Source: an optimization exercise on an open RTL-to-GDS flow (aim: small area). Production flows keep margins and buffers that such runs may drop. Function was checked by simulation only, so behaviour that the tests miss may differ from the original. Power figures rest on the tool's default switching activity, not on a simulated workload.

==> flow/design.v <==
module registerFile
(
    input  logic       clk,
    input  logic       clr,       
    input  logic       we,
    input  logic [4:0] wAddr,
    input  logic [1:0] wDigit,
    input  logic [4:0] rAddr,
    output logic [1:0] rDigit
);
    logic [31:0] regs [1:31];
    logic [1:0]  outs [0:31];
    logic [3:0]  selHi;
    logic [7:0]  selLo;
    logic [1:0]  wd;
    always_comb begin
        for (int i = 0; i < 4; i++) selHi[i] = clr || (we && wAddr[4:3] == 2'(i));
        for (int i = 0; i < 8; i++) selLo[i] = clr || wAddr[2:0] == 3'(i);
        wd = wDigit & {2{!clr}};
    end
    always_ff @(posedge clk) begin
        for (int i = 1; i < 32; i++) begin
            regs[i] <= {(selHi[i / 8] && selLo[i % 8]) ? wd : regs[i][1:0], regs[i][31:2]};
        end
    end
    always_comb begin
        outs[0] = 2'b00;
        for (int i = 1; i < 32; i++) outs[i] = regs[i][1:0];
    end
    function automatic logic [1:0] mux4(input logic [1:0] s, input logic [1:0] a,
                                        input logic [1:0] b, input logic [1:0] c,
                                        input logic [1:0] d);
        case (s)
            2'd0: mux4 = a;
            2'd1: mux4 = b;
            2'd2: mux4 = c;
            default: mux4 = d;
        endcase
    endfunction
    function automatic logic [1:0] rd32(input logic [4:0] a);
        logic [1:0] l1 [0:7];
        logic [1:0] l2 [0:1];
        for (int j = 0; j < 8; j++) l1[j] = mux4(a[1:0], outs[4*j], outs[4*j+1], outs[4*j+2], outs[4*j+3]);
        for (int j = 0; j < 2; j++) l2[j] = mux4(a[3:2], l1[4*j], l1[4*j+1], l1[4*j+2], l1[4*j+3]);
        rd32 = a[4] ? l2[1] : l2[0];
    endfunction
    assign rDigit = rd32(rAddr);
endmodule
module mipsCpuBus
#(
    parameter logic [31:0] resetVector = 32'hBFC00000
) (
    input  logic        clk,
    input  logic        reset,
    output logic        active,
    output logic [31:0] registerV0,
    output logic [31:0] address,
    output logic        read,
    output logic        write,
    input  logic        waitrequest,
    output logic [31:0] writedata,
    output logic [3:0]  byteenable,
    input  logic [31:0] readdata
);
    localparam logic [3:0] S_FETCH = 4'd0;   
    localparam logic [3:0] S_W1    = 4'd1;   
    localparam logic [3:0] S_EX0   = 4'd6;   
    localparam logic [3:0] S_EX1   = 4'd2;   
    localparam logic [3:0] S_MEM   = 4'd3;   
    localparam logic [3:0] S_W2    = 4'd4;   
    localparam logic [3:0] S_EX2   = 4'd5;   
    localparam logic [3:0] S_HALT  = 4'd7;   
    localparam logic [3:0] S_DONE  = 4'd8;   
    localparam logic [3:0] S_W2L   = 4'd9;   
    localparam logic [3:0] S_EX2L  = 4'd10;  
    logic [3:0]  state;
    logic [3:0]  ph;
    logic        clr;        
    logic        pend;       
    logic        flag;       
    logic        cMain;      
    logic        cInc;       
    logic        aZero;      
    logic [29:0] A;          
    logic [31:0] N;          
    logic [31:0] WD;         
    logic [31:0] IR;
    wire first = (ph == 4'd0);
    wire last  = (ph == 4'd15);
    wire ex1   = (state == S_EX1);
    wire ex2   = (state == S_EX2);
    wire ex2L  = (state == S_EX2L);
    wire ex0   = (state == S_EX0);
    wire [5:0] op = IR[31:26];
    wire [5:0] fn = IR[5:0];
    wire isR    = !op[5] && !op[3] && !op[2] && !op[1];
    wire iJ     = !op[5] && !op[3] && op[1];
    wire isBr   = !op[5] && !op[3] && op[2];
    wire iBne   = op[0];
    wire isImm  = !op[5] && op[3];
    wire isMem  = op[5];
    wire iSw    = op[3];
    wire iLw    = isMem && !op[3];
    wire [2:0] f3 = isR ? fn[2:0] : op[2:0];
    wire isAlu  = (isR && fn[5]) || isImm;
    wire isSltC = isAlu && (isR ? fn[3] : (f3[2:1] == 2'b01));
    wire sltU   = f3[0];
    wire isLog  = isAlu && f3[2];
    wire iLui   = isLog && f3[1] && f3[0];
    wire subLike = isAlu && !f3[2] && f3[1];
    wire zext   = isImm && f3[2];
    wire isSh   = isR && !fn[5] && !fn[3];
    wire iSll   = isSh && !fn[1];
    wire isSrl  = isSh && fn[1];
    wire iSra   = fn[0];
    wire iJr    = isR && !fn[5] && fn[3];
    wire wrEx1  = isAlu && !isSltC;
    wire wrEx2  = iLw || isSltC || isSh;
    wire [4:0] dest = ex2L ? WD[4:0] : (isR ? IR[15:11] : IR[20:16]);
    wire [4:0] shamt = IR[10:6];
    function automatic logic needRt(input logic [31:0] w);
        needRt = (!w[31] && !w[29] && !w[28] && !w[27] && w[5])   
              || (!w[31] && !w[29] && w[28])                      
              || (w[31] && w[29]);                                
    endfunction
    wire useRt = ex0 || (ex1 && isSh);
    wire [3:0] shD = shamt[4:1];
    wire       shO = shamt[0];
    logic [1:0] rsD, rtD, wDigit;
    logic       we;
    registerFile u_rf (
        .clk(clk), .clr(clr),
        .we(we), .wAddr(dest), .wDigit(wDigit),
        .rAddr(state == S_HALT ? 5'd2 : (useRt ? IR[20:16] : IR[25:21])),
        .rDigit(rsD)
    );
    assign rtD = WD[1:0];
    logic [3:0] k;
    logic [1:0] irD, immD, luiD, offD, jD, prevD;
    always_comb begin
        k = {ph[3] ^ (iLui && !ex2L), ph[2:0]};
        irD = IR[2*k +: 2];
    end
    function automatic logic lt4(input logic [3:0] a, input logic [3:0] b);
        lt4 = (!a[3] && b[3])
           || (a[3] == b[3] && ((!a[2] && b[2])
           || (a[2] == b[2] && ((!a[1] && b[1])
           || (a[1] == b[1] && !a[0] && b[0])))));
    endfunction
    wire sgn = IR[15];
    assign immD = !ph[3] ? irD : (zext ? 2'b00 : {sgn, sgn});
    assign luiD = ph[3] ? irD : 2'b00;
    assign offD = first ? 2'b00 : ((!ph[3] || ph[2:0] == 3'd0) ? prevD : {sgn, sgn});
    logic [1:0] pcD;
    logic       cIncOut;
    always_comb begin
        logic [2:0] s;
        s = {1'b0, A[1:0]} + {2'b00, (ph == 4'd1) ? 1'b1 : cInc};
        pcD = first ? 2'b00 : s[1:0];
        cIncOut = s[2];
    end
    assign jD = first ? 2'b00 : (!(ph[3] && ph[2] && ph[1]) ? prevD : pcD);
    logic [1:0] aOp, bRaw, sum, aluD;
    logic       cOut;
    always_comb begin
        logic [2:0] s;
        aOp  = isBr ? pcD : rsD;
        bRaw = isBr ? offD : (isR ? rtD : immD);
        s = {1'b0, aOp} + {1'b0, bRaw ^ {2{subLike}}}
          + {2'b00, first ? subLike : cMain};
        sum  = s[1:0];
        cOut = s[2];
        if (!isLog) aluD = sum;
        else case (f3[1:0])
            2'b00: aluD = rsD & bRaw;
            2'b01: aluD = rsD | bRaw;
            2'b10: aluD = rsD ^ bRaw;
            default: aluD = luiD;
        endcase
    end
    wire eqD   = (rsD == rtD);
    wire taken = (flag && eqD) ^ iBne;
    wire lt    = sltU ? !cOut
               : ((rsD[1] ^ bRaw[1]) ? rsD[1] : sum[1]);
    wire [3:0] m       = ~ph;
    wire       dLeM    = !lt4(m, shD);
    wire       dEqM    = (shD == m);
    wire       sllMask = ex2 && iSll && lt4(ph, shD);
    wire [1:0] fillSh  = iSra ? {WD[31], WD[31]} : 2'b00;
    logic       wdSh;
    logic [1:0] wdIn;
    always_comb begin
        wdSh = 1'b0;
        wdIn = rsD;
        case (state)
            S_EX0: wdSh = 1'b1;
            S_EX1: begin
                if (isSrl || (isR && fn[5]) || isBr) wdSh = 1'b1;
                if (iSll) wdSh = dLeM;
            end
            S_W2: begin
                if (isSrl) wdSh = !dLeM || (shO && dEqM);
                wdIn = fillSh;
            end
            S_EX2: begin
                wdSh = iSll || isSrl;
                wdIn = fillSh;
            end
            S_HALT: wdSh = 1'b1;
            default: ;
        endcase
    end
    logic [1:0] ex2D, mCur;
    always_comb begin
        mCur = sllMask ? 2'b00 : WD[1:0];
        if (ex2L) ex2D = irD;
        else if (isSltC) ex2D = first ? {1'b0, flag} : 2'b00;
        else if (iSll) ex2D = shO ? {mCur[0], first ? 1'b0 : flag} : mCur;
        else ex2D = shO ? {WD[0], flag} : WD[1:0];
    end
    assign we = (ex1 && wrEx1) || (ex2 && wrEx2) || ex2L;
    assign wDigit = ex1 ? aluD : ex2D;
    wire       aSh = !first && (ex1 || ex2L || (ex2 && isMem));
    wire [1:0] aIn = (ex1 && isMem) ? sum : ((!ex1 || pend) ? N[1:0] : pcD);
    logic       nUpd;
    logic [1:0] nD;
    always_comb begin
        nUpd = ex1 && ((isMem && !pend) || isBr || iJ || iJr);
        if (isMem) nD = pcD;
        else if (iJ) nD = jD;
        else if (iJr) nD = rsD;
        else nD = sum;
    end
    assign read = (state == S_FETCH && !aZero) || (state == S_MEM && iLw);
    assign write = (state == S_MEM) && iSw;
    assign address = {A, 2'b00};
    assign writedata = WD;
    assign byteenable = 4'b1111;
    assign active = (state != S_DONE);
    assign registerV0 = WD;
    always_ff @(posedge clk) begin
        N <= {nUpd ? nD : N[1:0], N[31:2]};
        if (aSh) begin
            A <= {aIn, A[29:2]};
            aZero <= (ph == 4'd1 || aZero) && aIn == 2'b00;
        end
        cInc <= cIncOut;
        prevD <= irD;
        cMain <= cOut;
        if (wdSh) begin
            WD <= {wdIn, WD[31:2]};
            flag <= sllMask ? 1'b0 : WD[1];
        end else if (ex1 && iLw) begin
            WD[4:0] <= IR[20:16];
        end
        if (read && !waitrequest) IR <= readdata;
        if (ex1) begin
            if (isBr) flag <= first ? eqD : (flag && eqD);
            else if (last && isSltC) flag <= lt;
        end
        if (reset) begin
            state <= S_FETCH;
            ph <= 4'd0;
            clr <= 1'b1;
            A <= resetVector[31:2];
            aZero <= (resetVector[31:2] == 30'd0);
            pend <= 1'b0;
        end else begin
            ph <= ph + 4'd1;
            if (last) clr <= 1'b0;
            if (ex1 && last) pend <= isBr ? taken : (iJ || iJr);
            case (state)
                S_FETCH: begin
                    if (aZero) begin
                        if (last) state <= S_HALT;
                    end
                    else if (!waitrequest) begin
                        if (!last) state <= S_W1;
                        else state <= needRt(readdata) ? S_EX0 : S_EX1;
                    end
                end
                S_W1: if (last) state <= needRt(IR) ? S_EX0 : S_EX1;
                S_EX0: if (last) state <= S_EX1;
                S_EX1: if (last) begin
                    if (isMem) state <= S_MEM;
                    else if (isSrl) state <= S_W2;
                    else if (isSltC || iSll) state <= S_EX2;
                    else state <= S_FETCH;
                end
                S_MEM: if (!waitrequest) begin
                    if (iLw) state <= last ? S_EX2L : S_W2L;
                    else state <= last ? S_EX2 : S_W2;
                end
                S_W2L: if (last) state <= S_EX2L;
                S_EX2L: if (last) state <= S_FETCH;
                S_W2: if (last) state <= S_EX2;
                S_EX2: if (last) state <= S_FETCH;
                S_HALT: if (last) state <= S_DONE;
                default: state <= S_DONE;
            endcase
        end
    end
endmodule
==> flow/flow/run.sh <==
#!/bin/bash
# The standard layout, with two changes: clock tree synthesis inserts no
# dummy loads, and the port buffers use the smallest buffer cell.
set -euo pipefail
export CTS_ARGS="-sink_clustering_enable -repair_clock_nets -sink_clustering_size 24 -sink_clustering_max_diameter 30 -buf_list sky130_fd_sc_hd__clkbuf_8 -dont_use_dummy_load"
export BUFFER_PORTS_ARGS="-buffer_cell sky130_fd_sc_hd__buf_1"
bash standard.sh > flow_standard.log 2>&1
==> flow/standard.sh <==
#!/bin/bash
# synth_recipe.tcl (not shown) runs the flow's synth.tcl, then flattens the netlist and writes it again
# the make line also repeats each setting of config.mk as NAME=value (left out here)
make -C /OpenROAD-flow-scripts/flow DESIGN_CONFIG=/design/flow/config.mk WORK_HOME=/design/flow/orfs CLKGATE_MAP_FILE= SYNTH_SCRIPT=/design/flow/synth_recipe.tcl "${@:-finish}"
==> flow/config.mk <==
export PLATFORM = sky130hd
export DESIGN_NAME = mipsCpuBus
export DESIGN_NICKNAME = mipsCpuBus
export VERILOG_FILES = /design/flow/design.v
export SDC_FILE = /design/flow/constraint.sdc
export NUM_CORES = 4
export LEC_CHECK = 0
export ABC_AREA = 1
export CAP_MARGIN = 20
export CORE_MARGIN = 2
export CORE_UTILIZATION = 60
export CTS_BUF_LIST = sky130_fd_sc_hd__clkbuf_8
export CTS_CLUSTER_DIAMETER = 50
export CTS_CLUSTER_SIZE = 20
export SLEW_MARGIN = 20
export SYNTH_HIERARCHICAL = 1
==> flow/constraint.sdc <==
create_clock -name core_clock -period 10.0 [get_ports {clk}]
set_input_delay 2.0000 -clock core_clock [delete_from_list [all_inputs] [get_ports {clk}]]
set_output_delay 2.0000 -clock core_clock [all_outputs]
set_load 0.01 [all_outputs]
==> parameters.txt, run 1 <==
Parameter                              Value

Run status
  Status    finished clean

Drt
  Count of unresolved DRC violations after routing    0
  Count of antenna-violating nets left after detailed routing    0
  Routed WL    48100 um
  Via total after detailed routing    13900
  DR vias/cell    4.84
  Number of DRC markers after the initial detailed-route iteration    781
  Number of iterations in the first detailed-routing pass    6
  Average wire per standard cell    16.8 um

Setup path
  Delay contributed by the slowest stage of the critical path    820 ps
  Stages on worst setup path    27
  Category of the worst setup path launch point    flip-flop
  CP Data Arrival Time    7070 ps
  R2R Path Start    IR[31]
  Endpoint of the most critical register-to-register path    u_rf.regs[28][31]
  Critical-path cell with the highest stage delay    nor2_2
  Maximum fanout count along the critical path    31
  Most frequent cell on the critical path    nand2_1
  Slack of the worst reg-to-reg path    3540 ps
  Data required time at the worst endpoint    10610 ps
  Origin of the worst setup path    IR[31]
  R2R cell count    27
  Critical setup path kind    flip-flop to flip-flop
  Crit path max-delay family    simple AND/OR/NAND/NOR gates
  Worst setup path endpoint    u_rf.regs[28][31]
  Buffers and inverters on the worst path    4
  Setup crit end kind    flip-flop

Synthesis
  Async SR Flop Fraction    0%
  Syn. warnings    12
  Area of the mapped netlist    27900 um2
  Proportion of synthesized chip area in sequential cells    83.8%
  Most common library cells after synthesis    dfxtp_1, nand2_1, o21ai_0, nor2_1, nand3_1
  Largest cells by area after synthesis    dfxtp_1, edfxtp_1, nand2_1
  EDFF count, synth    64
  Largest area contributor in the netlist    dfxtp_1
  Syn Inst Count    2068
  Share of the synthesized area in the top cell type    76.9%
  Prevailing post-synth register cell    dfxtp_1
  Most numerous cell in the Yosys netlist    dfxtp_1
  Syn avg cell area    13.5 um2
  Count of cell types in the netlist    45
  Number of register bits inferred by synthesis    1134

Power and ir drop
  Cell Pwr Density    260 nW/um2
  Reported leakage power    12.4 nW
  Max IR drop VDD    0.000222 V
  Tot Pwr    7.95 mW

GRT
  Global-route wire length before repair    73200 um
  GR Util All Layers    20.6%
  Antenna violations before repair    4
  Via count of the first global-routing pass    13500
  Maximum number of pins on one net before global-route repair    36
  Total grt overflow    0

Timing
  Final clock skew    76.2 ps
  Worst slew slack as a fraction of its limit    28.0%
  Peak Freq    155 MHz
  Final hold vios    0
  Slew Viols, Final    0
  Total Neg Setup Slack    0 ps
  Final worst-path setup slack    3540 ps
  Final critical path time including I/O delays and setup    6460 ps
  Transition time of the tightest slew-check pin    1080 ps
  Setup violations, final    0
  RSZ-0062 raised after global routing    false
  Final clock period utilization by the worst path    64.6%

Clocking
  Number of buffers added to fix hold violations after cts    0
  Cells resized by post-CTS repair    0
  Source-to-sink clock delay at the later pin of the worst-skew pair    760 ps
  Clock Sinks    1134
  Clock-pin slew on the worst setup and hold paths    70 ps
  Setup repair bufs after CTS    0
  Root Driver    clkbuf_8
  Number of buffers created by CTS    135
  CTS HTree Levels    4
  Deepest clock path buffer count    3
  CTS tree    built

Floorplan
  Die height    219 um
  Initial cell density of the core    61.1%
  Width of the chip    219 um
  Area of the core region    45600 um2
  Area of the die    48200 um2
  Count of pins on the block boundary    138
  Std-Cell Rows    78

Placed design
  Final GP Congestion    0.888
  Total half-perimeter wirelength after legalization and detailed placement    32800 um
  Worst-case setup slack after placement    3530 ps
  I/O Buffers    131

Hold path
  HP Class    flip-flop to flip-flop

Run
  Max Cap Violations    0

Layout
  Layout cell share with drive strength beyond 1    7.85%
  Area Overhead vs Synth    9.63%
  Final Net Count    2323
## cell families (layout without fill, tap and decap cells)
group	after synthesis	after routing	synth area share (%)
other	2	8	0.0270
adders and majority gates	18	18	0.863
AOI/OAI and AO/OA	228	228	4.38
and+or+nand+nor	531	531	8.05
buffers and inverters	151	347	2.74
xor gates and xnor gates	3	3	0.0944
muxes	1	1	0.0359
DFF	1134	1134	83.8
## cell type report
cell class	count	area, um2
Inverter	80	303
Tap cell	600	751
Fill cell	3278	15000
Multi-Input combinational cell	787	3770
Clock buffer	135	1860
Timing Repair Buffer	132	499
Antenna cell	2	5.00
Sequential cell	1134	23300
## Yosys stat by module, one instance, submodules excluded
| module | copies in the design | cells inside |
|---|---|---|
| mipsCpuBus | 1 | 744 |
| registerFile | 1 | 1324 |
## registers in the layout, indices dropped and copies added (netlist names)
register	count
state	4
IR	32
aZero	1
ph	4
clr	1
pend	1
N	32
A	30
prevD	2
WD	32
cMain	1
flag	1
u_rf.regs	992
cInc	1
## worst min path at each step
stage	endpoint	slack (ps)	cells past startpoint	start
global route	u_rf.regs[14][27]	260	0	u_rf.regs[14][29]
floorplan	N[0]	310	0	N[2]
finish	u_rf.regs[14][27]	250	0	u_rf.regs[14][29]
detailed placement	u_rf.regs[26][27]	310	0	u_rf.regs[26][29]
global placement	u_rf.regs[1][20]	310	0	u_rf.regs[1][22]
CTS	u_rf.regs[14][27]	260	0	u_rf.regs[14][29]
## per-stage QoR
step	utilization [%]	cells	instance area [um2]	hold slack, ps
3_3_place_gp	62.9	2733	28700	309
5_1_grt	67.0	2868	30500	260
3_5_place_dp	62.9	2733	28700	312
4_1_cts	67.0	2868	30500	261
2_1_floorplan	-	2072	27900	310
6_report	67.0	2870	30500	254
## layer usage
| metal | vias up | track usage (%) | wire length [um] |
|---|---|---|---|
| met5 | - | 0 | 0 |
| li1 | 6930 | - | - |
| met1 | 6500 | 28.2 | 23300 |
| met2 | 342 | 30.3 | 20800 |
| met3 | 116 | 5.81 | 2430 |
| met4 | 0 | 10.3 | 1640 |
## cell usage in the layout, fill, tap and decap left out, types with 2 or more instances in the layout
cell and count:
a21oi_1 36, a31oi_1 8, buf_1 131, clkbuf_8 135, conb_1 6, dfxtp_1 1070
diode_2 2, edfxtp_1 64, fa_1 2, ha_1 16, inv_1 64, inv_2 14
nand2_1 273, nand2_2 6, nand2_4 2, nand3_1 86, nand3_2 3, nand3b_1 3
nand4_1 5, nor2_1 139, nor2_2 4, nor2_4 4, nor3_1 2, nor3_2 2
o2111ai_1 2, o211ai_1 7, o21ai_0 158, o21ai_1 6, o22ai_1 4, xnor2_1 2
## report_power, final
part	total (mW)	leakage, nW	internal, mW	switching, mW
combinational	0.638	2.22	0.188	0.450
clock	2.52	0.971	1.19	1.33
sequential	4.80	9.21	4.71	0.0897
total	7.95	12.4	6.09	1.86
==> inputs of run 2 (changes only) <==
==> flow/flow/run.sh (replaced) <==
#!/bin/bash
# The standard layout, with two changes: clock tree synthesis inserts no
# dummy loads, and the port buffers use the smallest buffer cell.
set -euo pipefail
export CTS_ARGS="-sink_clustering_enable -repair_clock_nets -sink_clustering_size 10 -sink_clustering_max_diameter 30 -buf_list sky130_fd_sc_hd__clkbuf_4 -dont_use_dummy_load"
export BUFFER_PORTS_ARGS="-buffer_cell sky130_fd_sc_hd__buf_1"
bash standard.sh > flow_standard.log 2>&1
==> run 2 against run 1 <==
Against the previous run: synthesized cell count unchanged; routed wire length down 1.3%; flip-flop and latch count unchanged; critical endpoint unchanged; largest cell class unchanged.
==> parameters.txt, run 2 <==
Parameter                              Value

Drt
  Routed WL    47500 um (was 48100 um)
  Count of antenna-violating nets left after detailed routing    0 (unchanged)
  Count of unresolved DRC violations after routing    0 (unchanged)
  Via total after detailed routing    13900 (about the same)
  Met3 wire length    2310 um (was 2430 um)
  Number of iterations in the first detailed-routing pass    5 (was 6)
  DR vias/cell    4.83 (was 4.84)
  Average wire per standard cell    16.5 um (was 16.8 um)
  Highest metal layer with signal wires    met4 (unchanged)
  Routed metal-1 wirelength    23100 um (was 23300 um)
  Total met2 wirelength after detailed routing    20600 um (was 20800 um)
  Number of DRC markers after the initial detailed-route iteration    796 (was 781)

Power and ir drop
  Switching share of power    24.2% (was 23.4%)
  Cell Pwr Density    247 nW/um2 (was 260 nW/um2)
  NetSw    1.78 mW (was 1.86 mW)
  Sequential cell fraction of total power    65.0% (was 60.3%)
  Max IR drop VDD    0.000169 V (was 0.000222 V)
  Reported leakage power    12.1 nW (was 12.4 nW)
  Internal power consumption    5.59 mW (was 6.09 mW)
  Part of the total power dissipated in the clock network    26.3% (was 31.6%)
  Portion of total power attributed to combinational logic    8.7% (was 8.0%)

Synthesis
  Count of cell types in the netlist    45 (unchanged)
  Prevailing post-synth register cell    dfxtp_1 (unchanged)
  Multiplexer fraction of the synthesized cell area    0.0359% (unchanged)
  Syn avg cell area    13.5 um2 (unchanged)
  Share of the synthesized area in the top cell type    76.9% (unchanged)
  Adder-cell share of the synthesized area    0.863% (unchanged)
  Largest area contributor in the netlist    dfxtp_1 (unchanged)
  Area of the mapped netlist    27900 um2 (unchanged)
  Async SR Flop Fraction    0% (unchanged)
  Number of register bits inferred by synthesis    1134 (unchanged)
  Area fraction in and, or, nand and nor cells after synthesis    8.05% (unchanged)
  Area share of xor/xnor cells in the synthesized design    0.0943% (unchanged)
  Most numerous cell in the Yosys netlist    dfxtp_1 (unchanged)
  Area fraction in compound gates after synthesis    4.38% (unchanged)
  EDFF count, synth    64 (unchanged)
  Syn Inst Count    2068 (unchanged)
  Proportion of synthesized chip area in sequential cells    83.8% (unchanged)
  Largest cells by area after synthesis    dfxtp_1, edfxtp_1, nand2_1 (unchanged)
  Syn. warnings    12 (unchanged)
  Most common library cells after synthesis    dfxtp_1, nand2_1, o21ai_0, nor2_1, nand3_1 (unchanged)
  Dominant combinational cell family by area after synthesis    simple AND/OR/NAND/NOR gates (unchanged)

Timing
  Final hold vios    0 (unchanged)
  Setup violations, final    0 (unchanged)
  Final clock skew    104 ps (was 76.2 ps)
  Slew Viols, Final    0 (unchanged)
  Final critical path time including I/O delays and setup    6510 ps (was 6460 ps)
  Transition time of the tightest slew-check pin    1080 ps (about the same)
  Peak Freq    153 MHz (was 155 MHz)
  RSZ-0062 raised after global routing    false (unchanged)
  Worst slew slack as a fraction of its limit    27.7% (was 28.0%)
  Total Neg Setup Slack    0 ps (unchanged)
  WHS    248 ps (was 254 ps)
  Final clock period utilization by the worst path    65.1% (was 64.6%)

GRT
  Via count of the first global-routing pass    13600 (was 13500)
  Total grt overflow    0 (unchanged)
  Maximum number of pins on one net before global-route repair    36 (unchanged)
  Global-route wire length before repair    72800 um (was 73200 um)
  Antenna violations before repair    6 (was 4)
  GR Util All Layers    20.5% (was 20.6%)

Setup path
  Data required time at the worst endpoint    10800 ps (was 10610 ps)
  Setup crit end kind    flip-flop (unchanged)
  Critical setup path kind    flip-flop to flip-flop (unchanged)
  Slack of the worst reg-to-reg path    3490 ps (was 3540 ps)
  Category of the worst setup path launch point    flip-flop (unchanged)
  Maximum fanout count along the critical path    31 (unchanged)
  CP Data Arrival Time    7310 ps (was 7070 ps)

Clocking
  Root Driver    clkbuf_4 (was clkbuf_8)
  CTS tree    built (unchanged)
  Number of buffers created by CTS    151 (was 135)
  Clock-pin slew on the worst setup and hold paths    100 ps (was 70 ps)
  Number of buffers added to fix hold violations after cts    0 (unchanged)
  Source-to-sink clock delay at the later pin of the worst-skew pair    950 ps (was 760 ps)
  Cells resized by post-CTS repair    0 (unchanged)
  Setup repair bufs after CTS    0 (unchanged)
  CTS HTree Levels    4 (unchanged)
  Deepest clock path buffer count    3 (unchanged)
  Clock Sinks    1134 (unchanged)

Layout
  Commonest non-fill, non-tap cell in the layout    dfxtp_1 (unchanged)
  Largest register FFs    992 (unchanged)
  Fillers    3407 (was 3278)
  Sequential standard cell area    23300 um2 (unchanged)
  Finished Core Util    65.4% (was 67.0%)
  Final Net Count    2339 (was 2323)
  Final design area excluding fillers    29800 um2 (was 30500 um2)
  Layout cell share with drive strength beyond 1    8.49% (was 7.85%)
  Commonest non-fill, non-tap cells in the layout    dfxtp_1, nand2_1, o21ai_0 (unchanged)
  Combined area of the multi-input logic cells    3770 um2 (unchanged)
  Area Overhead vs Synth    7.02% (was 9.63%)
  Register name with the most flops    u_rf.regs (unchanged)

Placed design
  Final GP Congestion    0.888 (unchanged)
  Total half-perimeter wirelength after legalization and detailed placement    32800 um (unchanged)
  Cell Area, Placed    28700 um2 (unchanged)
  I/O Buffers    131 (unchanged)

Floorplan
  Std-Cell Rows    78 (unchanged)
  Count of pins on the block boundary    138 (unchanged)
  Area of the core region    45600 um2 (unchanged)
  Width of the chip    219 um (unchanged)
  Area of the die    48200 um2 (unchanged)
  Die height    219 um (unchanged)
  Initial cell density of the core    61.1% (unchanged)

Hold path
  HP Class    flip-flop to flip-flop (unchanged)

Run
  Max Cap Violations    0 (unchanged)

Run status
  Status    finished clean (unchanged)
==> run 2: cell counts after synthesis <==
No cell type changed its count.
==> run 2: layout make-up <==
type                       count  share of cell area (%)
inverter                      80                    1.02
clock buffer                 151                    3.80
sequential                  1134                    78.3
antenna                        1                 0.00840
tap                          600                    2.52
timing repair buffer         132                    1.67
multi-input combinational    787                    12.7
==> run 2: worst max-delay path: stages (launching register included) <==
cell      delay (ps)
edfxtp_1         460
nor2_4           240
nand3_2          280
nor3_2           290
a21oi_1          210
inv_1            170
nor2_1            70
nor2_2           830
inv_2            270
nor2_1           240
nand2_1           80
nand3_1           70
nand2_1           50
nand2_1           50
nor2_1            50
nor2_1           220
inv_1            160
o21ai_0          270
fa_1             220
inv_1             50
fa_1             500
a21oi_1          200
nand3_1           90
nand2_1           70
nand2_1           70
nand3_1           80
nand2_1          620
o21ai_0          430
==> run 2: power by group through the flow <==
stage | combinational, mW | clock (mW) | sequential [mW]
floorplan | 0.452 | 0 | 4.87
global placement | 0.631 | 0 | 4.89
detailed placement | 0.633 | 0 | 4.90
CTS | 0.636 | 2.04 | 4.79
global route | 0.720 | 2.22 | 4.81
finish | 0.642 | 1.93 | 4.79
==> run 2: modules after synthesis (local to each module, per instance) <==
| module | times used | cells |
|---|---|---|
| mipsCpuBus | 1 | 744 |
| registerFile | 1 | 1324 |
==> run 2: per-layer routing <==
| layer | vias to the layer above | global-route usage (%) |
|---|---|---|
| met5 | - | 0 |
| met4 | 0 | 10.7 |
| met3 | 101 | 5.31 |
| met2 | 339 | 30.1 |
| met1 | 6479 | 28.0 |
| li1 | 7016 | - |
==> run 2: worst paths after layout <==
| path | from | endpoint | depth (start not counted) |
|---|---|---|---|
| max reg2reg | IR[31] | u_rf.regs[28][31] | 27 |
| min reg2reg | u_rf.regs[20][2] | u_rf.regs[20][0] | 0 |
| min | u_rf.regs[20][2] | u_rf.regs[20][0] | 0 |
| max | IR[31] | u_rf.regs[28][31] | 27 |
==> run 2: cell families after synthesis <==
group | count (synthesis)
AO/OA/AOI/OAI | 228
XOR/XNOR | 3
adder cells (fa/ha/maj) | 18
buffers and inverters | 151
flip-flops | 1134
multiplexers | 1
other | 2
AND/OR/NAND/NOR | 531
==> run 2: per-stage QoR <==
step | worst slack [ps] | std cells | power [mW]
after floorplan | 5800 | 2072 | 5.32
after global placement | 3840 | 2733 | 5.53
after detailed placement | 3530 | 2733 | 5.53
after CTS | 3460 | 2884 | 7.47
after global routing | 2780 | 2885 | 7.75
final | 3490 | 2885 | 7.37
==> inputs of run 3 (changes only) <==
==> flow/flow/run.sh (replaced) <==
#!/bin/bash
# The standard layout, with two changes: clock tree synthesis inserts no
# dummy loads, and the port buffers use the smallest buffer cell.
set -euo pipefail
export CTS_ARGS="-sink_clustering_enable -repair_clock_nets -sink_clustering_size 20 -sink_clustering_max_diameter 80 -buf_list sky130_fd_sc_hd__clkbuf_8 -dont_use_dummy_load"
export BUFFER_PORTS_ARGS="-buffer_cell sky130_fd_sc_hd__buf_1"
bash standard.sh > flow_standard.log 2>&1
==> run 3 against run 2 <==
Against the previous run: sequential power barely moved; worst hold slack improved by 46 ps; area after synthesis did not move; final area decreased by 0.72%; core utilization decreased by 0.47 points; routed wire length is 0.64% lower; global-route usage shrank 0.61 points; setup slack lost 61 ps.
==> parameters.txt, run 3 <==
Parameter                              Value

Timing
  Final hold vios    0 (unchanged)
  Worst slew slack as a fraction of its limit    26.2% (was 27.7%)
  Transition time of the tightest slew-check pin    1110 ps (was 1080 ps)
  Setup violations, final    0 (unchanged)
  Final clock skew    44.6 ps (was 104 ps)
  Final critical path time including I/O delays and setup    6580 ps (was 6510 ps)
  Peak Freq    152 MHz (was 153 MHz)
  Total Neg Setup Slack    0 ps (unchanged)
  Slew Viols, Final    0 (unchanged)
  RSZ-0062 raised after global routing    false (unchanged)
  Final clock period utilization by the worst path    65.8% (was 65.1%)

Synthesis
  Number of register bits inferred by synthesis    1134 (unchanged)
  Dominant combinational cell family by area after synthesis    simple AND/OR/NAND/NOR gates (unchanged)
  EDFF count, synth    64 (unchanged)
  Most common library cells after synthesis    dfxtp_1, nand2_1, o21ai_0, nor2_1, nand3_1 (unchanged)
  Multiplexer fraction of the synthesized cell area    0.0359% (unchanged)
  Largest cells by area after synthesis    dfxtp_1, edfxtp_1, nand2_1 (unchanged)
  Syn. warnings    12 (unchanged)
  Area fraction in compound gates after synthesis    4.38% (unchanged)
  Count of cell types in the netlist    45 (unchanged)
  Prevailing post-synth register cell    dfxtp_1 (unchanged)
  Adder-cell share of the synthesized area    0.863% (unchanged)
  Area fraction in and, or, nand and nor cells after synthesis    8.05% (unchanged)
  Area share of xor/xnor cells in the synthesized design    0.0943% (unchanged)
  Async SR Flop Fraction    0% (unchanged)
  Syn avg cell area    13.5 um2 (unchanged)
  Area of the mapped netlist    27900 um2 (unchanged)
  Most numerous cell in the Yosys netlist    dfxtp_1 (unchanged)
  Share of the synthesized area in the top cell type    76.9% (unchanged)
  Proportion of synthesized chip area in sequential cells    83.8% (unchanged)
  Syn Inst Count    2068 (unchanged)
  Largest area contributor in the netlist    dfxtp_1 (unchanged)

Clocking
  Cells resized by post-CTS repair    0 (unchanged)
  Setup repair bufs after CTS    0 (unchanged)
  Number of buffers added to fix hold violations after cts    0 (unchanged)
  Number of buffers created by CTS    66 (was 151)
  Deepest clock path buffer count    3 (unchanged)
  Source-to-sink clock delay at the later pin of the worst-skew pair    660 ps (was 950 ps)
  Clock-pin slew on the worst setup and hold paths    120 ps (was 100 ps)
  CTS HTree Levels    3 (was 4)
  CTS tree    built (unchanged)
  Clock Sinks    1134 (unchanged)
  Root Driver    clkbuf_8 (was clkbuf_4)

Layout
  Sequential standard cell area    23300 um2 (unchanged)
  Commonest non-fill, non-tap cells in the layout    dfxtp_1, nand2_1, o21ai_0 (unchanged)
  Fillers    3376 (was 3407)
  Combined area of the multi-input logic cells    3770 um2 (unchanged)
  Commonest non-fill, non-tap cell in the layout    dfxtp_1 (unchanged)
  Area Overhead vs Synth    6.25% (was 7.02%)
  Register name with the most flops    u_rf.regs (unchanged)
  Final Net Count    2254 (was 2339)
  Layout cell share with drive strength beyond 1    4.96% (was 8.49%)
  Largest register FFs    992 (unchanged)
  Final design area excluding fillers    29600 um2 (was 29800 um2)

Drt
  Count of unresolved DRC violations after routing    0 (unchanged)
  Average wire per standard cell    16.8 um (was 16.5 um)
  DR vias/cell    4.82 (was 4.83)
  Count of antenna-violating nets left after detailed routing    0 (unchanged)
  Number of DRC markers after the initial detailed-route iteration    820 (was 796)
  Number of iterations in the first detailed-routing pass    7 (was 5)
  Routed WL    47200 um (was 47500 um)
  Via total after detailed routing    13500 (was 13900)

Power and ir drop
  Reported leakage power    11.9 nW (was 12.1 nW)
  Max IR drop VDD    0.000196 V (was 0.000169 V)
  Cell Pwr Density    244 nW/um2 (was 247 nW/um2)

Placed design
  Cell Area, Placed    28700 um2 (unchanged)
  I/O Buffers    131 (unchanged)
  Total half-perimeter wirelength after legalization and detailed placement    32800 um (unchanged)
  Final GP Congestion    0.888 (unchanged)

Setup path
  R2R Path Start    IR[31] (unchanged)
  Critical-path cell with the highest stage delay    nor2_2 (unchanged)
  Slack of the worst reg-to-reg path    3420 ps (was 3490 ps)
  Endpoint of the most critical register-to-register path    u_rf.regs[28][31] (unchanged)
  CP Data Arrival Time    7140 ps (was 7310 ps)
  Delay contributed by the slowest stage of the critical path    840 ps (was 830 ps)
  R2R cell count    27 (unchanged)
  Data required time at the worst endpoint    10570 ps (was 10800 ps)
  Most frequent cell on the critical path    nand2_1 (unchanged)
  Category of the worst setup path launch point    flip-flop (unchanged)
  Setup crit end kind    flip-flop (unchanged)
  Critical setup path kind    flip-flop to flip-flop (unchanged)
  Maximum fanout count along the critical path    31 (unchanged)

GRT
  Maximum number of pins on one net before global-route repair    36 (unchanged)
  Global-route wire length before repair    71300 um (was 72800 um)
  GR Util All Layers    19.9% (was 20.5%)
  Via count of the first global-routing pass    12800 (was 13600)
  Antenna violations before repair    3 (was 6)
  Total grt overflow    0 (unchanged)

Run
  Max Cap Violations    0 (unchanged)

Hold path
  HP Class    flip-flop to flip-flop (unchanged)
  HP Start    u_rf.regs[26][2] (was u_rf.regs[20][2])
  Worst Hold Endpoint    u_rf.regs[26][0] (was u_rf.regs[20][0])
  Hold depth    0 (unchanged)

Floorplan
  Die height    219 um (unchanged)
  Count of pins on the block boundary    138 (unchanged)
  Area of the die    48200 um2 (unchanged)
  Width of the chip    219 um (unchanged)
  Std-Cell Rows    78 (unchanged)
  Initial cell density of the core    61.1% (unchanged)
  Area of the core region    45600 um2 (unchanged)

Run status
  Status    finished clean (unchanged)
==> run 3: cell types whose count changed in the layout (fill, tap and decap cells not counted) <==
| cell | delta |
|---|---|
| clkbuf_4 | -151 |
| clkbuf_8 | +66 |
| diode_2 | +4 |
==> run 3: layout make-up <==
cell class                      count  share of cell area, %
Clock buffer                       66                   3.07
Timing Repair Buffer              132                   1.69
Sequential cell                  1134                   78.9
Multi-Input combinational cell    787                   12.8
Antenna cell                        5                 0.0423
Inverter                           80                   1.02
Tap cell                          600                   2.54
==> run 3: logic make-up (layout without fill, tap and decap cells) <==
| family | after synthesis | after routing |
|---|---|---|
| flops | 1134 | 1134 |
| fa+ha+maj | 18 | 18 |
| xor+xnor | 3 | 3 |
| simple gates | 531 | 531 |
| mux | 1 | 1 |
| compound gates | 228 | 228 |
| other cells | 2 | 11 |
| buf+inv | 151 | 278 |
==> run 3: per-module statistics from Yosys (local to each module, per instance) <==
module / flip-flops and latches / cells inside
mipsCpuBus: 142 / 744
registerFile: 992 / 1324
==> run 3: routing by layer <==
layer	vias to the layer above	global-route usage, %	part of all wire, %
met5	-	0	0
met4	0	7.86	3.3
met3	101	4.14	4.1
met2	279	29.9	43
met1	6333	28.3	50
li1	6790	-	-
==> run 3: worst max-delay path by stage <==
stage / end / from / cells after the start
after floorplan: u_rf.regs[16][31] / IR[31] / 27
after global placement: u_rf.regs[25][31] / IR[31] / 26
after detailed placement: u_rf.regs[28][31] / IR[31] / 26
after CTS: u_rf.regs[28][31] / IR[31] / 26
after global routing: u_rf.regs[28][31] / IR[31] / 26
final: u_rf.regs[28][31] / IR[31] / 27
==> run 3: stage by stage <==
step / std cells / util (%) / hold slack, ps / power (mW) / worst slack [ps]
floorplan: 2072 / - / 310 / 5.32 / 5800
global placement: 2733 / 62.9 / 309 / 5.53 / 3840
detailed placement: 2733 / 62.9 / 312 / 5.53 / 3530
CTS: 2799 / 64.9 / 296 / 7.30 / 3450
global route: 2799 / 64.9 / 296 / 7.55 / 2770
finish: 2804 / 64.9 / 294 / 7.23 / 3420
==> run 3: where the power goes <==
part	leakage, nW	switching, mW	internal [mW]
Combinational	2.22	0.454	0.189
Sequential	9.21	0.0900	4.70
Clock	0.475	1.20	0.601
==> run 3: worst max-delay path, delay by kind of cell, from the launching register on <==
kind	cells	cell delay [ps]
simple gates	17	3410
compound gates	4	1140
fa+ha+maj	2	730
buf+inv	4	670
flops	1	490
==> inputs of run 4 (changes only) <==
==> flow/flow/run.sh (replaced) <==
#!/bin/bash
# The standard layout, with two changes: clock tree synthesis inserts no
# dummy loads, and the port buffers use the smallest buffer cell.
set -euo pipefail
export CTS_ARGS="-sink_clustering_enable -repair_clock_nets -sink_clustering_size 20 -sink_clustering_max_diameter 50 -buf_list sky130_fd_sc_hd__clkbuf_8 -dont_use_dummy_load"
export BUFFER_PORTS_ARGS="-buffer_cell sky130_fd_sc_hd__buf_1"
bash standard.sh > flow_standard.log 2>&1
--- a/flow/config.mk
+++ b/flow/config.mk
@@ -12,5 +12,7 @@
 export CTS_BUF_LIST = sky130_fd_sc_hd__clkbuf_8
 export CTS_CLUSTER_DIAMETER = 50
 export CTS_CLUSTER_SIZE = 20
+export GPL_ROUTABILITY_DRIVEN = 0
+export GPL_TIMING_DRIVEN = 0
 export SLEW_MARGIN = 20
 export SYNTH_HIERARCHICAL = 1
==> run 4 against run 3 <==
Against the previous run: setup slack better by 320 ps; die area stayed put; worst hold slack worse by 28 ps; first-iteration DRC count is 35% higher; largest power group unchanged; power is 0.94% higher; flip-flop and latch count stayed put; clock skew is 40 ps higher; largest cell class unchanged.
==> parameters.txt, run 4 <==
Parameter                              Value

Drt
  Count of unresolved DRC violations after routing    0 (unchanged)
  Number of DRC markers after the initial detailed-route iteration    1108 (was 820)
  Routed WL    44300 um (was 47200 um)
  Average wire per standard cell    15.4 um (was 16.8 um)
  Via total after detailed routing    13900 (was 13500)
  DR vias/cell    4.83 (was 4.82)
  Count of antenna-violating nets left after detailed routing    0 (unchanged)
  Number of iterations in the first detailed-routing pass    6 (was 7)

Synthesis
  Count of cell types in the netlist    45 (unchanged)
  Syn avg cell area    13.5 um2 (unchanged)
  Area fraction in and, or, nand and nor cells after synthesis    8.05% (unchanged)
  Syn. warnings    12 (unchanged)
  Async SR Flop Fraction    0% (unchanged)
  Proportion of synthesized chip area in sequential cells    83.8% (unchanged)
  Most common library cells after synthesis    dfxtp_1, nand2_1, o21ai_0, nor2_1, nand3_1 (unchanged)
  Area share of xor/xnor cells in the synthesized design    0.0943% (unchanged)
  Area of the mapped netlist    27900 um2 (unchanged)
  Multiplexer fraction of the synthesized cell area    0.0359% (unchanged)
  EDFF count, synth    64 (unchanged)
  Largest cells by area after synthesis    dfxtp_1, edfxtp_1, nand2_1 (unchanged)
  Area fraction in compound gates after synthesis    4.38% (unchanged)
  Prevailing post-synth register cell    dfxtp_1 (unchanged)
  Adder-cell share of the synthesized area    0.863% (unchanged)
  Largest area contributor in the netlist    dfxtp_1 (unchanged)
  Most numerous cell in the Yosys netlist    dfxtp_1 (unchanged)
  Number of register bits inferred by synthesis    1134 (unchanged)
  Syn Inst Count    2068 (unchanged)
  Share of the synthesized area in the top cell type    76.9% (unchanged)
  Dominant combinational cell family by area after synthesis    simple AND/OR/NAND/NOR gates (unchanged)

Timing
  Final clock skew    84.5 ps (was 44.6 ps)
  Final hold vios    0 (unchanged)
  RSZ-0062 raised after global routing    false (unchanged)
  Setup violations, final    0 (unchanged)
  Final critical path time including I/O delays and setup    6260 ps (was 6580 ps)
  Total Neg Setup Slack    0 ps (unchanged)
  Transition time of the tightest slew-check pin    932 ps (was 1110 ps)
  Worst slew slack as a fraction of its limit    37.5% (was 26.2%)
  Slew Viols, Final    0 (unchanged)
  Peak Freq    160 MHz (was 152 MHz)
  Final clock period utilization by the worst path    62.6% (was 65.8%)

Layout
  Commonest non-fill, non-tap cell in the layout    dfxtp_1 (unchanged)
  Fillers    3398 (was 3376)
  Layout cell share with drive strength beyond 1    7.43% (was 4.96%)
  Finished Core Util    66.1% (was 64.9%)
  Final std cells w/o fill    2876 (was 2804)
  Register name with the most flops    u_rf.regs (unchanged)
  Area Overhead vs Synth    8.13% (was 6.25%)
  Largest register FFs    992 (unchanged)
  Sequential standard cell area    23300 um2 (unchanged)
  Final Net Count    2329 (was 2254)
  Commonest non-fill, non-tap cells in the layout    dfxtp_1, nand2_1, o21ai_0 (unchanged)
  Combined area of the multi-input logic cells    3770 um2 (about the same)

Setup path
  CP Data Arrival Time    6730 ps (was 7140 ps)
  Category of the worst setup path launch point    flip-flop (unchanged)
  Maximum fanout count along the critical path    10 (was 31)
  Data required time at the worst endpoint    10470 ps (was 10570 ps)
  R2R cell count    26 (was 27)
  Setup crit end kind    flip-flop (unchanged)
  Critical setup path kind    flip-flop to flip-flop (unchanged)

Clocking
  Clock Sinks    1134 (unchanged)
  Source-to-sink clock delay at the later pin of the worst-skew pair    660 ps (about the same)
  Number of buffers added to fix hold violations after cts    0 (unchanged)
  Number of buffers created by CTS    70 (was 66)
  Deepest clock path buffer count    3 (unchanged)
  Setup repair bufs after CTS    0 (unchanged)
  Cells resized by post-CTS repair    0 (unchanged)
  CTS HTree Levels    3 (unchanged)
  Root Driver    clkbuf_8 (unchanged)
  CTS tree    built (unchanged)
  Clock-pin slew on the worst setup and hold paths    110 ps (was 120 ps)

Power and ir drop
  Cell Pwr Density    242 nW/um2 (was 244 nW/um2)
  Tot Pwr    7.30 mW (was 7.23 mW)
  Max IR drop VDD    0.000167 V (was 0.000196 V)
  Reported leakage power    12.2 nW (was 11.9 nW)
  Portion of total power attributed to combinational logic    9.4% (was 8.9%)
  NetSw    1.75 mW (was 1.74 mW)
  Internal power consumption    5.55 mW (was 5.49 mW)
  Sequential cell fraction of total power    65.5% (was 66.3%)
  Part of the total power dissipated in the clock network    25.1% (was 24.8%)
  Switching share of power    23.9% (was 24.1%)

Placed design
  Number of instances in the placed design    2804 (was 2733)
  Total half-perimeter wirelength after legalization and detailed placement    30400 um (was 32800 um)
  I/O Buffers    131 (unchanged)

Run status
  Status    finished clean (unchanged)

Hold path
  HP Class    flip-flop to flip-flop (unchanged)
  Hold depth    0 (unchanged)

GRT
  Met2 track demand over resource    27.1% (was 29.9%)
  Via count of the first global-routing pass    12900 (was 12800)
  Global-route wire length before repair    67800 um (was 71300 um)
  Global routing usage on met1    26.3% (was 28.3%)
  Antenna violations before repair    2 (was 3)
  GR Util All Layers    18.6% (was 19.9%)
  Most heavily used metal layer in global routing    met2 (unchanged)
  Maximum number of pins on one net before global-route repair    35 (was 36)
  Total grt overflow    0 (unchanged)
  Fraction of met3 tracks used by global routing    4.20% (was 4.14%)

Run
  Max Cap Violations    0 (unchanged)

Floorplan
  Width of the chip    219 um (unchanged)
  Std-Cell Rows    78 (unchanged)
  Die height    219 um (unchanged)
  Count of pins on the block boundary    138 (unchanged)
  Area of the die    48200 um2 (unchanged)
  Initial cell density of the core    61.1% (unchanged)
  Area of the core region    45600 um2 (unchanged)
[run 4: kinds of logic after synthesis]
| group | count (synthesis) |
|---|---|
| xor+xnor | 3 |
| other cells | 2 |
| mux | 1 |
| fa+ha+maj | 18 |
| simple gates | 531 |
| compound gates | 228 |
| buf+inv | 151 |
| flops | 1134 |
[run 4: worst paths after layout]
kind / slack (ps) / from / to
min reg2reg: 270 / u_rf.regs[11][19] / u_rf.regs[11][17]
max reg2reg: 3740 / IR[31] / u_rf.regs[11][31]
max: 3740 / IR[31] / u_rf.regs[11][31]
min: 270 / u_rf.regs[11][19] / u_rf.regs[11][17]
[run 4: final cells by class]
type | instances | share of cell area, %
Clock buffer | 70 | 3.20
Sequential cell | 1134 | 77.5
Tap cell | 600 | 2.49
Antenna cell | 2 | 0.0166
Multi-Input combinational cell | 787 | 12.5
Inverter | 80 | 1.01
Buffer | 71 | 1.52
Timing Repair Buffer | 132 | 1.72
[run 4: critical path: stages (launching register included)]
cell      delay (ps)
edfxtp_1         510
nor2_4           240
nand3_2          120
nor3_2           230
a21oi_1          210
o211ai_1         530
buf_4            300
buf_2            260
o21ai_0          150
nand3_1          170
nand2_1           70
nand3_1          100
nor2_1            50
nor2_1           300
inv_1            240
o21ai_0          310
fa_1             220
inv_1             50
fa_1             580
a21oi_1          120
nand3_1           80
nand2_1           50
nand2_1           70
nand3_1           60
nand2_1          180
clkbuf_1         520
o21ai_0          340
[run 4: layer usage]
metal  up-vias  share of wire [%]
met1      6381                 48
met2       439                 42
met4         0                4.5
met5         -                  0
met3       143                5.6
li1       6923                  -
[run 4: power by group through the flow]
stage	sequential (mW)	clock [mW]	combinational, mW
2_1_floorplan	4.87	0	0.452
4_1_cts	4.78	1.91	0.675
5_1_grt	4.80	2.07	0.758
6_report	4.78	1.83	0.688
3_5_place_dp	4.89	0	0.671
3_3_place_gp	4.89	0	0.638
[run 4: Yosys stat by module (local to each module, per instance)]
module | cells | flip-flops and latches | cell area [um2]
registerFile | 1324 | 992 | 21300
mipsCpuBus | 744 | 142 | 6530
[run 4: stage by stage]
| step | cell area (um2) | setup slack [ps] | hold slack [ps] |
|---|---|---|---|
| after floorplan | 27900 | 5800 | 310 |
| after global placement | 29100 | 3880 | 310 |
| after detailed placement | 29100 | 3810 | 312 |
| after CTS | 30100 | 3790 | 250 |
| after global routing | 30100 | 3320 | 238 |
| final | 30100 | 3740 | 266 |
==> inputs of run 5 (changes only) <==
--- a/flow/config.mk
+++ b/flow/config.mk
@@ -8,11 +8,9 @@
 export ABC_AREA = 1
 export CAP_MARGIN = 20
 export CORE_MARGIN = 2
-export CORE_UTILIZATION = 60
+export CORE_UTILIZATION = 50
 export CTS_BUF_LIST = sky130_fd_sc_hd__clkbuf_8
 export CTS_CLUSTER_DIAMETER = 50
 export CTS_CLUSTER_SIZE = 20
-export GPL_ROUTABILITY_DRIVEN = 0
-export GPL_TIMING_DRIVEN = 0
 export SLEW_MARGIN = 20
 export SYNTH_HIERARCHICAL = 1
==> run 5 against run 4 <==
Against the previous run: worst hold slack better by 9.2 ps; non-clock buffer count down 69; synthesized cell count unchanged; area after synthesis unchanged; power up 0.73%; via count down 2.6%; die area up 20%; cell count up 3.1%; critical path depth unchanged; flip-flop and latch count unchanged; largest cell class unchanged.
==> parameters.txt, run 5 <==
Parameter                              Value

Clocking
  Cells resized by post-CTS repair    0 (unchanged)
  Source-to-sink clock delay at the later pin of the worst-skew pair    700 ps (was 660 ps)
  Root Driver    clkbuf_8 (unchanged)
  CTS tree    built (unchanged)
  Number of buffers added to fix hold violations after cts    0 (unchanged)
  Setup repair bufs after CTS    0 (unchanged)
  Number of buffers created by CTS    78 (was 70)
  Deepest clock path buffer count    3 (unchanged)
  Clock-pin slew on the worst setup and hold paths    100 ps (was 110 ps)
  CTS HTree Levels    3 (unchanged)
  Clock Sinks    1134 (unchanged)

Synthesis
  EDFF count, synth    64 (unchanged)
  Number of register bits inferred by synthesis    1134 (unchanged)
  Area of the mapped netlist    27900 um2 (unchanged)
  Prevailing post-synth register cell    dfxtp_1 (unchanged)
  Syn Inst Count    2068 (unchanged)
  Async SR Flop Fraction    0% (unchanged)
  Syn avg cell area    13.5 um2 (unchanged)
  Most common library cells after synthesis    dfxtp_1, nand2_1, o21ai_0, nor2_1, nand3_1 (unchanged)
  Largest area contributor in the netlist    dfxtp_1 (unchanged)
  Most numerous cell in the Yosys netlist    dfxtp_1 (unchanged)
  Share of the synthesized area in the top cell type    76.9% (unchanged)
  Largest cells by area after synthesis    dfxtp_1, edfxtp_1, nand2_1 (unchanged)
  Proportion of synthesized chip area in sequential cells    83.8% (unchanged)
  Count of cell types in the netlist    45 (unchanged)
  Syn. warnings    12 (unchanged)

Setup path
  Maximum fanout count along the critical path    31 (was 10)
  Delay contributed by the slowest stage of the critical path    810 ps (was 580 ps)
  CP Data Arrival Time    6960 ps (was 6730 ps)
  Endpoint of the most critical register-to-register path    u_rf.regs[23][31] (was u_rf.regs[11][31])
  R2R Path Start    IR[31] (unchanged)
  Data required time at the worst endpoint    10480 ps (was 10470 ps)
  Critical-path cell with the highest stage delay    nor2_2 (was fa_1)
  Most frequent cell on the critical path    nor2_1
  Slack of the worst reg-to-reg path    3520 ps (was 3740 ps)
  R2R cell count    26 (unchanged)
  Category of the worst setup path launch point    flip-flop (unchanged)
  Setup crit end kind    flip-flop (unchanged)
  Critical setup path kind    flip-flop to flip-flop (unchanged)

GRT
  Met2 track demand over resource    23.7% (was 27.1%)
  GR Util All Layers    16.8% (was 18.6%)
  Maximum number of pins on one net before global-route repair    36 (was 35)
  Global routing usage on met1    24.9% (was 26.3%)
  Antenna violations before repair    2 (unchanged)
  Via count of the first global-routing pass    12500 (was 12900)
  Total grt overflow    0 (unchanged)
  Global-route wire length before repair    71800 um (was 67800 um)
  Most heavily used metal layer in global routing    met1 (was met2)
  Fraction of met3 tracks used by global routing    3.87% (was 4.20%)

Hold path
  HP Start    u_rf.regs[18][11] (was u_rf.regs[11][19])
  HP Class    flip-flop to flip-flop (unchanged)
  Worst Hold Endpoint    u_rf.regs[18][9] (was u_rf.regs[11][17])
  Hold depth    0 (unchanged)

Drt
  Number of DRC markers after the initial detailed-route iteration    935 (was 1108)
  Count of unresolved DRC violations after routing    0 (unchanged)
  Routed WL    48300 um (was 44300 um)
  Via total after detailed routing    13500 (was 13900)
  Count of antenna-violating nets left after detailed routing    0 (unchanged)
  Average wire per standard cell    16.3 um (was 15.4 um)
  DR vias/cell    4.57 (was 4.83)
  Number of iterations in the first detailed-routing pass    5 (was 6)

Run status
  Status    finished clean (unchanged)

Layout
  Fillers    4750 (was 3398)
  Register name with the most flops    u_rf.regs (unchanged)
  Commonest non-fill, non-tap cell in the layout    dfxtp_1 (unchanged)
  Finished Core Util    54.4% (was 66.1%)
  Largest register FFs    992 (unchanged)
  Area Overhead vs Synth    7.52% (was 8.13%)
  Commonest non-fill, non-tap cells in the layout    dfxtp_1, nand2_1, o21ai_0 (unchanged)
  Final Net Count    2268 (was 2329)
  Layout cell share with drive strength beyond 1    5.56% (was 7.43%)

Floorplan
  Area of the die    57600 um2 (was 48200 um2)
  Width of the chip    240 um (was 219 um)
  Die height    240 um (was 219 um)
  Initial cell density of the core    50.6% (was 61.1%)
  Area of the core region    55100 um2 (was 45600 um2)
  Count of pins on the block boundary    138 (unchanged)
  Std-Cell Rows    86 (was 78)

Power and ir drop
  Max IR drop VDD    0.000163 V (was 0.000167 V)
  Portion of total power attributed to combinational logic    8.8% (was 9.4%)
  Part of the total power dissipated in the clock network    26.0% (was 25.1%)
  Reported leakage power    12.0 nW (was 12.2 nW)
  Cell Pwr Density    246 nW/um2 (was 242 nW/um2)
  Switching share of power    23.9% (about the same)
  Sequential cell fraction of total power    65.2% (was 65.5%)
  Internal power consumption    5.59 mW (was 5.55 mW)
  NetSw    1.76 mW (was 1.75 mW)

Timing
  Transition time of the tightest slew-check pin    1120 ps (was 932 ps)
  Peak Freq    154 MHz (was 160 MHz)
  RSZ-0062 raised after global routing    false (unchanged)
  Final clock period utilization by the worst path    64.8% (was 62.6%)
  Setup violations, final    0 (unchanged)
  Final critical path time including I/O delays and setup    6480 ps (was 6260 ps)
  Final clock skew    114 ps (was 84.5 ps)
  Total Neg Setup Slack    0 ps (unchanged)
  Worst slew slack as a fraction of its limit    24.8% (was 37.5%)
  Final hold vios    0 (unchanged)
  Slew Viols, Final    0 (unchanged)
  WHS    275 ps (was 266 ps)

Run
  Max Cap Violations    0 (unchanged)

Placed design
  Final GP Congestion    0.879
  Total half-perimeter wirelength after legalization and detailed placement    33500 um (was 30400 um)
  I/O Buffers    131 (unchanged)
[run 5: cell counts after synthesis]
Identical to the previous run, type by type.
[run 5: area by class of cell]
type | count | area, um2 | share of cell area (%)
sequential | 1134 | 23300 | 78.0
multi-input combinational | 787 | 3770 | 12.6
clock buffer | 78 | 1070 | 3.59
tap | 748 | 936 | 3.13
timing repair buffer | 134 | 514 | 1.72
inverter | 80 | 303 | 1.01
antenna | 3 | 7.51 | 0.0251
[run 5: worst max path at each step]
stage | startpoint | to | slack (ps)
2_1_floorplan | IR[31] | u_rf.regs[16][31] | 5800
3_3_place_gp | IR[31] | u_rf.regs[18][31] | 3890
3_5_place_dp | IR[31] | u_rf.regs[22][31] | 3580
4_1_cts | IR[31] | u_rf.regs[23][31] | 3610
5_1_grt | IR[31] | u_rf.regs[23][31] | 2840
6_report | IR[31] | u_rf.regs[23][31] | 3520
[run 5: per-stage QoR]
stage                     std cells  power [mW]  instance area [um2]  setup slack (ps)
after floorplan                2072        5.32                27900              5800
after detailed placement       2883        5.54                28900              3580
after global placement         2883        5.54                28900              3890
after CTS                      2961        7.44                29900              3610
after global routing           2962        7.70                29900              2840
final                          2964        7.35                29900              3520
[run 5: per-module statistics from Yosys (local to each module, per instance)]
| module | flops+latches | cells | cell area [um2] |
|---|---|---|---|
| mipsCpuBus | 142 | 744 | 6530 |
| registerFile | 992 | 1324 | 21300 |
[run 5: logic make-up after synthesis]
kind of cell	after synthesis	share of synthesized area [%]
other cells	2	0.0270
simple gates	531	8.05
buf+inv	151	2.74
compound gates	228	4.38
xor+xnor	3	0.0944
flops	1134	83.8
fa+ha+maj	18	0.863
mux	1	0.0359
[run 5: power groups by stage]
stage          Combinational [mW]  Clock (mW)  Sequential [mW]
5_1_grt                     0.726        2.17             4.81
6_report                    0.647        1.91             4.79
2_1_floorplan               0.452           0             4.87
4_1_cts                     0.646        2.00             4.79
3_5_place_dp                0.643           0             4.90
3_3_place_gp                0.641           0             4.89
[run 5: metal layers]
metal,routed length [um],vias to the layer above
li1,-,6800
met1,24500,6348
met5,0,-
met2,19700,282
met4,1670,0
met3,2360,101
[run 5: critical path, delay by kind of cell, from the launching register on]
kind	cells	cell delay, ps
AOI/OAI and AO/OA	4	980
buffers and inverters	3	430
DFF	1	470
and+or+nand+nor	17	3600
adders and majority gates	2	880
==> inputs of run 6 (changes only) <==
--- a/flow/config.mk
+++ b/flow/config.mk
@@ -8,7 +8,7 @@
 export ABC_AREA = 1
 export CAP_MARGIN = 20
 export CORE_MARGIN = 2
-export CORE_UTILIZATION = 50
+export CORE_UTILIZATION = 60
 export CTS_BUF_LIST = sky130_fd_sc_hd__clkbuf_8
 export CTS_CLUSTER_DIAMETER = 50
 export CTS_CLUSTER_SIZE = 20
==> run 6 against run 5 <==
Against the previous run: still clean on timing, DRC and antenna; worst hold slack worse by 33 ps; global-route usage up 3.0 points; synthesized cell count unchanged; area after synthesis unchanged; combinational power down 1%; core utilization grew 11 points; power shrank 0.76%; final area down 0.86%; register-to-register slack improved by 30 ps; first-iteration DRC count is 8.4% lower; sequential power about the same.
==> parameters.txt, run 6 <==
Parameter                              Value

Run status
  Status    finished clean (unchanged)

Drt
  DR vias/cell    4.81 (was 4.57)
  Count of unresolved DRC violations after routing    0 (unchanged)
  Number of DRC markers after the initial detailed-route iteration    856 (was 935)
  Via total after detailed routing    13500 (about the same)
  Routed WL    47000 um (was 48300 um)
  Average wire per standard cell    16.7 um (was 16.3 um)
  Count of antenna-violating nets left after detailed routing    0 (unchanged)
  Number of iterations in the first detailed-routing pass    5 (unchanged)

Setup path
  Data required time at the worst endpoint    10530 ps (was 10480 ps)
  Origin of the worst setup path    IR[31] (unchanged)
  Category of the worst setup path launch point    flip-flop (unchanged)
  R2R Path Start    IR[31] (unchanged)
  Critical setup path kind    flip-flop to flip-flop (unchanged)
  CP Data Arrival Time    6980 ps (was 6960 ps)
  Maximum fanout count along the critical path    31 (unchanged)
  Setup crit end kind    flip-flop (unchanged)

Synthesis
  EDFF count, synth    64 (unchanged)
  Async SR Flop Fraction    0% (unchanged)
  Largest area contributor in the netlist    dfxtp_1 (unchanged)
  Syn. warnings    12 (unchanged)
  Syn avg cell area    13.5 um2 (unchanged)
  Number of register bits inferred by synthesis    1134 (unchanged)
  Proportion of synthesized chip area in sequential cells    83.8% (unchanged)
  Area of the mapped netlist    27900 um2 (unchanged)
  Syn Inst Count    2068 (unchanged)
  Share of the synthesized area in the top cell type    76.9% (unchanged)
  Most numerous cell in the Yosys netlist    dfxtp_1 (unchanged)
  Prevailing post-synth register cell    dfxtp_1 (unchanged)
  Most common library cells after synthesis    dfxtp_1, nand2_1, o21ai_0, nor2_1, nand3_1 (unchanged)
  Count of cell types in the netlist    45 (unchanged)
  Largest cells by area after synthesis    dfxtp_1, edfxtp_1, nand2_1 (unchanged)

GRT
  Global routing usage on met1    28.4% (was 24.9%)
  Met2 track demand over resource    29.8% (was 23.7%)
  Most heavily used metal layer in global routing    met2 (was met1)
  Maximum number of pins on one net before global-route repair    36 (unchanged)
  Total grt overflow    0 (unchanged)
  Via count of the first global-routing pass    12800 (was 12500)
  Global-route wire length before repair    71200 um (was 71800 um)
  Fraction of met3 tracks used by global routing    3.62% (was 3.87%)
  GR Util All Layers    19.8% (was 16.8%)
  Antenna violations before repair    3 (was 2)

Power and ir drop
  Tot Pwr    7.30 mW (was 7.35 mW)
  NetSw    1.75 mW (was 1.76 mW)
  Internal power consumption    5.55 mW (was 5.59 mW)
  Max IR drop VDD    0.000184 V (was 0.000163 V)
  Reported leakage power    12.0 nW (about the same)
  Cell Pwr Density    246 nW/um2 (about the same)
  Sequential cell fraction of total power    65.7% (was 65.2%)
  Portion of total power attributed to combinational logic    8.8% (about the same)
  Switching share of power    23.9% (about the same)
  Part of the total power dissipated in the clock network    25.5% (was 26.0%)

Timing
  Total Neg Setup Slack    0 ps (unchanged)
  Setup violations, final    0 (unchanged)
  Final clock skew    85.8 ps (was 114 ps)
  Slew Viols, Final    0 (unchanged)
  Peak Freq    155 MHz (was 154 MHz)
  Final clock period utilization by the worst path    64.5% (was 64.8%)
  Final critical path time including I/O delays and setup    6450 ps (was 6480 ps)
  Worst slew slack as a fraction of its limit    26.6% (was 24.8%)
  Transition time of the tightest slew-check pin    1100 ps (was 1120 ps)
  Final hold vios    0 (unchanged)
  RSZ-0062 raised after global routing    false (unchanged)

Layout
  Register name with the most flops    u_rf.regs (unchanged)
  Area Overhead vs Synth    6.60% (was 7.52%)
  Fillers    3354 (was 4750)
  Largest register FFs    992 (unchanged)
  Layout cell share with drive strength beyond 1    5.26% (was 5.56%)
  Commonest non-fill, non-tap cell in the layout    dfxtp_1 (unchanged)
  Final Net Count    2261 (was 2268)
  Commonest non-fill, non-tap cells in the layout    dfxtp_1, nand2_1, o21ai_0 (unchanged)
  Final std cells w/o fill    2811 (was 2964)

Floorplan
  Count of pins on the block boundary    138 (unchanged)
  Area of the core region    45600 um2 (was 55100 um2)
  Std-Cell Rows    78 (was 86)
  Area of the die    48200 um2 (was 57600 um2)
  Die height    219 um (was 240 um)
  Initial cell density of the core    61.1% (was 50.6%)
  Width of the chip    219 um (was 240 um)

Placed design
  Final GP Congestion    0.888 (was 0.879)
  Total half-perimeter wirelength after legalization and detailed placement    32800 um (was 33500 um)
  I/O Buffers    131 (unchanged)
  Number of instances in the placed design    2733 (was 2883)

Clocking
  Setup repair bufs after CTS    0 (unchanged)
  Clock Sinks    1134 (unchanged)
  Number of buffers added to fix hold violations after cts    0 (unchanged)
  CTS tree    built (unchanged)
  Deepest clock path buffer count    3 (unchanged)
  Number of buffers created by CTS    73 (was 78)
  Source-to-sink clock delay at the later pin of the worst-skew pair    660 ps (was 700 ps)
  Cells resized by post-CTS repair    0 (unchanged)
  Root Driver    clkbuf_8 (unchanged)
  Clock-pin slew on the worst setup and hold paths    100 ps (about the same)
  CTS HTree Levels    3 (unchanged)

Run
  Max Cap Violations    0 (unchanged)

Hold path
  HP Start    u_rf.regs[23][6] (was u_rf.regs[18][11])
  HP Class    flip-flop to flip-flop (unchanged)
==> run 6: cell counts after synthesis <==
No cell type changed its count.
==> run 6: kinds of logic (layout without fill, tap and decap cells) <==
logic type               after synthesis  in the layout  synth area share, %
other                                  2             11               0.0270
adder cells (fa/ha/maj)               18             18                0.863
flip-flops                          1134           1134                 83.8
buffers and inverters                151            285                 2.74
XOR/XNOR                               3              3               0.0944
AO/OA/AOI/OAI                        228            228                 4.38
AND/OR/NAND/NOR                      531            531                 8.05
multiplexers                           1              1               0.0359
==> run 6: stage by stage <==
step / cell area (um2) / utilization, % / setup WS (ps) / hold slack, ps
floorplan: 27900 / - / 5800 / 310
global placement: 28700 / 62.9 / 3840 / 309
detailed placement: 28700 / 62.9 / 3530 / 312
CTS: 29700 / 65.1 / 3500 / 240
global route: 29700 / 65.1 / 2850 / 240
finish: 29700 / 65.1 / 3550 / 242
==> run 6: area by class of cell <==
type                    count  area, um2  area share [%]
diodes                      5       12.5          0.0421
multi-input cells         787       3770            12.7
repair buffers            132        499            1.68
well taps                 600        751            2.53
inverters                  80        303            1.02
clock buffers              73       1000            3.38
flip-flops and latches   1134      23300            78.6
==> run 6: critical path: stages, from the launching register on <==
cell      delay [ps]
edfxtp_1         460
nor2_4           240
nand3_2          280
nor3_2           300
a21oi_1          210
inv_1            170
nor2_1            70
nor2_2           840
nand2_2          370
nor2_1           180
nor2_1            60
nand2_1           70
nand3_1           80
nor2_1           110
nor2_1            90
inv_1            150
o21ai_0          150
fa_1             430
inv_1             80
fa_1             460
a21oi_1          200
nand3_1           90
nand2_1           70
nand2_1           70
nand3_1           80
nand2_1          590
o21ai_0          440
==> run 6: Yosys stat by module, one instance, submodules excluded <==
| module | cell area (um2) | times used | cells |
|---|---|---|---|
| registerFile | 21300 | 1 | 1324 |
| mipsCpuBus | 6530 | 1 | 744 |
==> run 6: power groups by stage <==
stage                     Clock [mW]  Combinational [mW]  Sequential [mW]
after floorplan                    0               0.452             4.87
after global placement             0               0.631             4.89
after detailed placement           0               0.633             4.90
after CTS                       1.93               0.636             4.79
after global routing            2.09               0.720             4.81
final                           1.86               0.640             4.79
==> run 6: final timing paths <==
kind                                     endpoint  slack [ps]  depth (start not counted)
worst min register to register   u_rf.regs[23][4]         240                          0
worst min-delay path             u_rf.regs[23][4]         240                          0
worst max-delay path            u_rf.regs[28][31]        3550                         26
worst max register to register  u_rf.regs[28][31]        3550                         26
==> run 6: routing by layer <==
layer  part of all wire, %  up-vias
li1                      -     6811
met1                    50     6292
met2                    43      296
met3                   4.4      111
met4                   3.4        0
met5                     0        -

==> port drivers added, routing unchanged <==
No port has a modelled driver above. Below, the same layouts with a new extraction and two added sets of constraints. Step 1: set_driving_cell puts a clkbuf_16 on clk and a buf_2 on each other input, an assumption about the parent block. Step 2 also shifts input and output timing later by t, the mid clock arrival at the registers, as if the neighbouring blocks saw the same clock. Three values: ideal ports, drivers, drivers and shift; two values: the first two.
| run | shift t [ns] | setup WS [ns] | hold WS [ns] | pins driven straight from the clock port |
|---|---|---|---|---|
| run 1 | 0.788 | 3.535 / 3.535 / 3.535 | 0.254 / 0.254 / 0.254 | 1 |
| run 2 | 0.947 | 3.485 / 3.485 / 3.485 | 0.248 / 0.248 / 0.248 | 1 |
| run 3 | 0.692 | 3.424 / 3.424 / 3.424 | 0.294 / 0.294 / 0.294 | 1 |
| run 4 | 0.673 | 3.743 / 3.743 / 3.743 | 0.266 / 0.266 / 0.266 | 1 |
| run 5 | 0.687 | 3.525 / 3.525 / 3.525 | 0.275 / 0.275 / 0.275 | 1 |
| run 6 | 0.681 | 3.554 / 3.554 / 3.554 | 0.242 / 0.242 / 0.242 | 1 |
After both steps every run listed still meets setup and hold.
